This design comes from an exercise in tuning for small area and few clock cycles per item on the open sky130 flow, not from production work. Only simulation tests tie the RTL to the original design; equivalence was not proved.

==> flow/design.v <==
package fpu_mul_pkg;
  localparam int FP_W     = 32;
  localparam int EXP_W    = 8;
  localparam int FRAC_W   = 23;
  localparam int MANT_W   = FRAC_W + 1;
  localparam int PROD_W   = 2 * MANT_W;
  localparam int LOPD_W   = 8;
  localparam int BIAS     = 127;
  localparam int EXP_MAX  = 254;
  typedef struct packed {
    logic              sign;
    logic [EXP_W-1:0]  exp;
    logic [MANT_W-1:0] mant;
  } operand_t;
  typedef struct packed {
    logic              sign;
    logic [EXP_W-1:0]  data_exp;
    logic              exp_oor;
    logic [PROD_W-1:0] mant_prod;
    logic              ov_flag;
    logic              un_flag;
    logic [LOPD_W-1:0] one_pos;
    logic              zero_flag;
  } result_t;
endpackage
module fpu_mul_lopd48 #(
  parameter int SIZE_LOPD = 8
) (
  input  logic [46:0]          prod_low,
  output logic [SIZE_LOPD-1:0] one_pos,
  output logic                 all_zero
);
  always_comb begin
    one_pos = '0;
    for (int i = 0; i < 47; i++) begin
      if (prod_low[i]) one_pos = SIZE_LOPD'(46 - i);
    end
  end
  assign all_zero = ~|prod_low;
endmodule
module fpu_mul_prenorm_pipe #(
  parameter int SIZE_DATA = 8,
  parameter int SIZE_MANT = 24,
  parameter int SIZE_LOPD = 8,
  parameter int BIAS      = 127
) (
  input  logic                   i_clk,
  input  logic                   i_rst_n,
  input  logic                   i_valid,
  output logic                   o_ready,
  input  logic [31:0]            i_data_a,
  input  logic [31:0]            i_data_b,
  output logic                   o_valid,
  input  logic                   i_ready,
  output logic                   o_sign,
  output logic [SIZE_DATA-1:0]   o_data_exp,
  output logic                   o_exp_oor,
  output logic [2*SIZE_MANT-1:0] o_mant_prod,
  output logic                   o_ov_flag,
  output logic                   o_un_flag,
  output logic [SIZE_LOPD-1:0]   o_one_pos,
  output logic                   o_zero_flag
);
  localparam int FP_W    = fpu_mul_pkg::FP_W;
  localparam int EXP_W   = fpu_mul_pkg::EXP_W;
  localparam int FRAC_W  = fpu_mul_pkg::FRAC_W;
  localparam int EXP_MAX = fpu_mul_pkg::EXP_MAX;
  localparam int SUM_W = SIZE_DATA + 2;
  fpu_mul_pkg::operand_t                   op_a;
  fpu_mul_pkg::operand_t                   op_b;
  logic signed [SUM_W-1:0]    exp_sum;
  logic                       s1_valid;
  logic                       s1_sign;
  logic signed [SUM_W-1:0]    s1_exp_sum;
  logic [SIZE_MANT-1:0]       s1_mant_a;
  logic [SIZE_MANT-1:0]       s1_mant_b;
  logic                       s2_valid;
  fpu_mul_pkg::result_t                    s2_res;
  fpu_mul_pkg::result_t                    s2_next;
  logic                       s1_load;
  logic                       s2_load;
  logic [2*SIZE_MANT-1:0]     prod;
  logic [SIZE_LOPD-1:0]       lopd_pos;
  logic                       lopd_zero;
  assign op_a.sign = i_data_a[FP_W-1];
  assign op_a.exp  = (i_data_a[FP_W-2:FRAC_W] == '0) ? EXP_W'(1) : i_data_a[FP_W-2:FRAC_W];
  assign op_a.mant = {(i_data_a[FP_W-2:FRAC_W] != '0), i_data_a[FRAC_W-1:0]};
  assign op_b.sign = i_data_b[FP_W-1];
  assign op_b.exp  = (i_data_b[FP_W-2:FRAC_W] == '0) ? EXP_W'(1) : i_data_b[FP_W-2:FRAC_W];
  assign op_b.mant = {(i_data_b[FP_W-2:FRAC_W] != '0), i_data_b[FRAC_W-1:0]};
  assign exp_sum = $signed({2'b00, op_a.exp}) + $signed({2'b00, op_b.exp}) - SUM_W'(BIAS);
  assign s2_load     = ~s2_valid | i_ready;
  assign s1_load     = ~s1_valid | s2_load;
  assign o_ready = s1_load;
  always_ff @(posedge i_clk or negedge i_rst_n) begin
    if (!i_rst_n) begin
      s1_valid   <= 1'b0;
      s1_sign    <= 1'b0;
      s1_exp_sum <= '0;
      s1_mant_a  <= '0;
      s1_mant_b  <= '0;
    end else if (s1_load) begin
      s1_valid <= i_valid;
      if (i_valid) begin
        s1_sign    <= op_a.sign ^ op_b.sign;
        s1_exp_sum <= exp_sum;
        s1_mant_a  <= op_a.mant;
        s1_mant_b  <= op_b.mant;
      end
    end
  end
  assign prod = s1_mant_a * s1_mant_b;
  fpu_mul_lopd48 #(.SIZE_LOPD(SIZE_LOPD)) u_lopd (
    .prod_low (prod[46:0]),
    .one_pos  (lopd_pos),
    .all_zero (lopd_zero)
  );
  always_comb begin
    s2_next           = '0;
    s2_next.sign      = s1_sign;
    s2_next.data_exp  = s1_exp_sum[SIZE_DATA-1:0];
    s2_next.exp_oor   = (s1_exp_sum < SUM_W'(1)) || (s1_exp_sum > SUM_W'(EXP_MAX));
    s2_next.mant_prod = prod;
    s2_next.ov_flag   = prod[47];
    s2_next.un_flag   = ~prod[47] & prod[46];
    s2_next.zero_flag = ~prod[47] & lopd_zero;
    s2_next.one_pos   = (prod[47] | prod[46]) ? '0 : lopd_pos;
  end
  always_ff @(posedge i_clk or negedge i_rst_n) begin
    if (!i_rst_n) begin
      s2_valid <= 1'b0;
      s2_res   <= '0;
    end else if (s2_load) begin
      s2_valid <= s1_valid;
      if (s1_valid) s2_res <= s2_next;
    end
  end
  assign o_valid     = s2_valid;
  assign o_sign      = s2_res.sign;
  assign o_data_exp  = s2_res.data_exp;
  assign o_exp_oor   = s2_res.exp_oor;
  assign o_mant_prod = s2_res.mant_prod;
  assign o_ov_flag   = s2_res.ov_flag;
  assign o_un_flag   = s2_res.un_flag;
  assign o_one_pos   = s2_res.one_pos;
  assign o_zero_flag = s2_res.zero_flag;
endmodule
==> flow/run.sh <==
#!/bin/bash
# synth_recipe.tcl (not shown) runs the flow's synth.tcl, then flattens the netlist and writes it again
# the make line also repeats each setting of config.mk as NAME=value (left out here)
make -C /OpenROAD-flow-scripts/flow DESIGN_CONFIG=/design/flow/config.mk WORK_HOME=/design/flow/orfs CLKGATE_MAP_FILE= SYNTH_SCRIPT=/design/flow/synth_recipe.tcl finish
==> flow/config.mk <==
export PLATFORM = sky130hd
export DESIGN_NAME = fpu_mul_prenorm_pipe
export DESIGN_NICKNAME = fpu_mul_prenorm_pipe
export VERILOG_FILES = /design/flow/design.v
export SDC_FILE = /design/flow/constraint.sdc
export NUM_CORES = 4
export LEC_CHECK = 0
export CAP_MARGIN = 20
export CORE_MARGIN = 2
export CORE_UTILIZATION = 40
export SLEW_MARGIN = 20
==> flow/constraint.sdc <==
create_clock -name core_clock -period 8.0 [get_ports {i_clk}]
set_input_delay 1.6000 -clock core_clock [delete_from_list [all_inputs] [get_ports {i_clk}]]
set_output_delay 1.6000 -clock core_clock [all_outputs]
set_load 0.01 [all_outputs]
==> results.yml <==
clock_network:
  htreeDepth: 4
  clk_transition_reported_paths_ns: 0.07
  clk_latency_ns: 0.49
  numCtsBuffers: 17
  cts_tree: "built"
  postCtsHoldBufs: 0
  root_buffer: "clkbuf_16"
  clockBufferDepth: 2
  cts.sink_count: 127
setup_path:
  crit_type: "register to register"
  rr_startpoint: "s1_mant_b[1]$_DFFE_PN0P_"
  crit_path_end_kind: "register"
  start_kind: "register"
  worst-endpoint-required_ns: 8.35
  reg2reg_depth: 26
  ff2ff_setup_slack_ns: 0.20
  arrival_ns: 8.15
  critPathMaxFanout: 6
  timing.rr.end: "s2_res[4]$_DFFE_PN0P_"
timing:
  slew_viol_final: 0
  tightest_slew_ns: 1.03
  slew_headroom_pct: 31.4
  setup_tns_ns: 0
  skew_ns: 0.0213
  fmax_ghz: 0.128
  layout_setup_ws_ns: 0.203
  hold_violations: 0
  period_minus_slack_ns: 7.80
  period_share_pct: 97.5
  setup_viol: 0
cells_and_area:
  antenna_cells: 0
  drive_above_1_share_pct: 11.3
  areaGrowthSynthToFinish_pct: 15.1
  num-fill-cells: 5778
  layout_commonest_cell: "inv_1"
  nets: 3565
  layout_common_cells: "inv_1 (530), nand2_1 (506), fa_1 (481), and2_1 (201), ha_1 (182)"
  finish.utilization_pct: 46.8
place:
  place_ws_ns: 0.0305
  gp_congestion: 0.869
  dpl.hpwl_um: 54600
  portBuffers: 136
detailed_routing:
  vias: 18600
  postRouteAntennaNets: 0
  dr.pass1.iters: 5
  drtIter0Drc: 1172
  wl_um: 66100
  drc: 0
  via_per_inst: 5.14
  routedWlPerCell_um: 18.3
yosys:
  ys_seq_elements: 127
  synth_edf_count: 0
  synth_top_area_share_pct: 39.3
  ys.flop_type: "dfrtp_1"
  syn_area_per_cell_um2: 9.21
  synthCells: 2673
  synth_cell_type_count: 85
  synthArstFlopShare_pct: 100
  yosysWarningCount: 2
  yosysTopAreaCell: "fa_1"
  syn_area_um2: 24600
  synth.area.top_cells: "fa_1 (39%), dfrtp_1 (13%), ha_1 (9.6%), inv_1 (8.1%), nand2_1 (7.7%)"
  seq_area_frac_synth_pct: 12.9
global_route:
  grt_use_total_pct: 21.8
  grt_use_met3_pct: 3.83
  grt_pass1_wl_um: 109000
  grt_busiest_layer: "met2"
  antenna_found_initial: 0
  grt_max_degree: 85
  met1_usage_pct: 29.9
  grtUsageMet2_pct: 36.0
  grt_pass1_vias: 20400
  overflow: 0
floorplanning:
  rows: 90
  io_pins: 139
  die_w_um: 252
  die_area_um2: 63500
  die_y_um: 252
  initial_core_util_pct: 40.6
  core_um2: 60600
flow_run:
  drv_cap: 0
hold_path:
  holdPathEnd: "s2_res[68]$_DFFE_PN0P_"
  hold_depth: 2
  min_path_type: "register to register"
  hold_start: "s1_sign$_DFFE_PN0P_"
run_status:
  status: "no timing/DRC/antenna violations"
==> final cells by class <==
class	instances	area [um2]	share of cell area, %
Clock buffer	17	425	1.50
Clock inverter	15	185	0.654
Inverter	530	1990	7.02
Multi-Input combinational cell	1874	19000	66.9
Sequential cell	127	3240	11.5
Tap cell	782	978	3.45
Timing Repair Buffer	275	2550	9.00
==> metrics by stage <==
stage	hold WS [ns]	cells	cell area (um2)
2_1_floorplan	0.439	2674	24600
3_3_place_gp	0.450	3558	27200
3_5_place_dp	0.453	3558	27200
4_1_cts	0.471	3590	27800
5_1_grt	0.504	3620	28300
6_report	0.467	3620	28300
==> flip-flops by register name, indices dropped and copies added, names as in the netlist <==
register	count
s1_exp_sum	10
s2_valid	1
s1_mant_b	24
s1_sign	1
s1_valid	1
s1_mant_a	24
s2_res	66
==> synthesized netlist by cell type (all sizes together), types with 15 or more instances <==
master	count
inv	530
xor2	23
clkbuf	125
a21o	22
o21ai	78
xnor2	31
and2	202
buf	18
fa	483
a21oi	55
ha	189
dfrtp	127
nand2	508
mux2	61
nor3	15
nor2	41
==> metal layers <==
metal	vias to the layer above	part of all wire (%)
met5	-	0
met4	0	2.0
met3	80	6.1
met2	562	48
met1	9550	44
li1	8403	-
==> worst max path at each step <==
stage / cells after the start / endpoint / slack (ns) / start
floorplan: 27 / s2_res[4]$_DFFE_PN0P_ / 0.63 / s1_mant_b[3]$_DFFE_PN0P_
global placement: 25 / s2_res[0]$_DFFE_PN0P_ / 0.14 / s1_mant_a[13]$_DFFE_PN0P_
global route: 26 / s2_res[4]$_DFFE_PN0P_ / -0.006 / s1_mant_b[0]$_DFFE_PN0P_
finish: 26 / s2_res[4]$_DFFE_PN0P_ / 0.20 / s1_mant_b[1]$_DFFE_PN0P_
CTS: 25 / s2_res[4]$_DFFE_PN0P_ / 0.005 / s1_mant_a[7]$_DFFE_PN0P_
detailed placement: 26 / s2_res[2]$_DFFE_PN0P_ / 0.03 / s1_mant_a[13]$_DFFE_PN0P_
==> logic make-up (layout without fill, tap and decap cells) <==
kind of cell	count (synthesis)	after routing	synth area share, %
AND/OR/NAND/NOR	832	832	15.6
buffers and inverters	673	837	10.6
adder cells (fa/ha/maj)	672	672	48.9
AO/OA/AOI/OAI	252	252	7.23
flip-flops	127	127	12.9
multiplexers	62	62	2.83
XOR/XNOR	54	54	1.92
other	1	2	0.0152
==> what timing repair did <==
| action | 4_1_cts | 5_1_grt |
|---|---|---|
| setup endpoints to repair | 3 | 10 |
| gates cloned | 0 | 0 |
| pin swaps | 0 | 17 |
| resized for setup | 1 | 76 |
| setup buffers | 0 | 30 |
==> worst max-delay path: stages, from the launching register on <==
cell and delay [ns]:
dfrtp_4 0.56, buf_4 0.20, and2_1 0.16, fa_1 0.48, fa_1 0.58, inv_1 0.06
fa_1 0.52, inv_1 0.05, fa_1 0.45, ha_1 0.32, fa_1 0.60, inv_1 0.08
fa_1 0.51, inv_1 0.05, ha_1 0.31, a211o_1 0.34, a21oi_4 0.15, buf_4 0.17
a2111oi_4 0.07, buf_4 0.19, o41ai_4 0.36, a21oi_2 0.10, or2_1 0.26, or4b_4 0.53
and4bb_2 0.35, nor2b_1 0.14, o21ai_1 0.06
Testbench counts, summed over its fixed seeds: cycles 24,016, items 24,000.

## re-timing with driven ports
No port has a modelled driver above. Below, the same layout with a new extraction and two added sets of constraints.
Step 1 sets driving cells, clkbuf_16 on the clock port and buf_2 on the other inputs (assumed; they add their load-dependent delay and slew).
Step 2 adds t to the input delays and takes it off the output delays; t is the mean of the earliest and latest rising clock arrival at the registers after step 1. Input paths then give back, and output paths get back, about the clock's delay inside the block.
Slacks: ideal ports / drivers / drivers and shift; pairs: ideal ports / drivers.
t, ns: 0.530
setup slack, ns: 0.203 / 0.203 / 0.203
hold slack, ns: 0.467 / 0.467 / 0.467
pins driven straight from the clock port: 1
After both steps this run still meets setup and hold. The setup slack of this run moves by 0.000 ns with the drivers and by 0.000 ns with both steps.
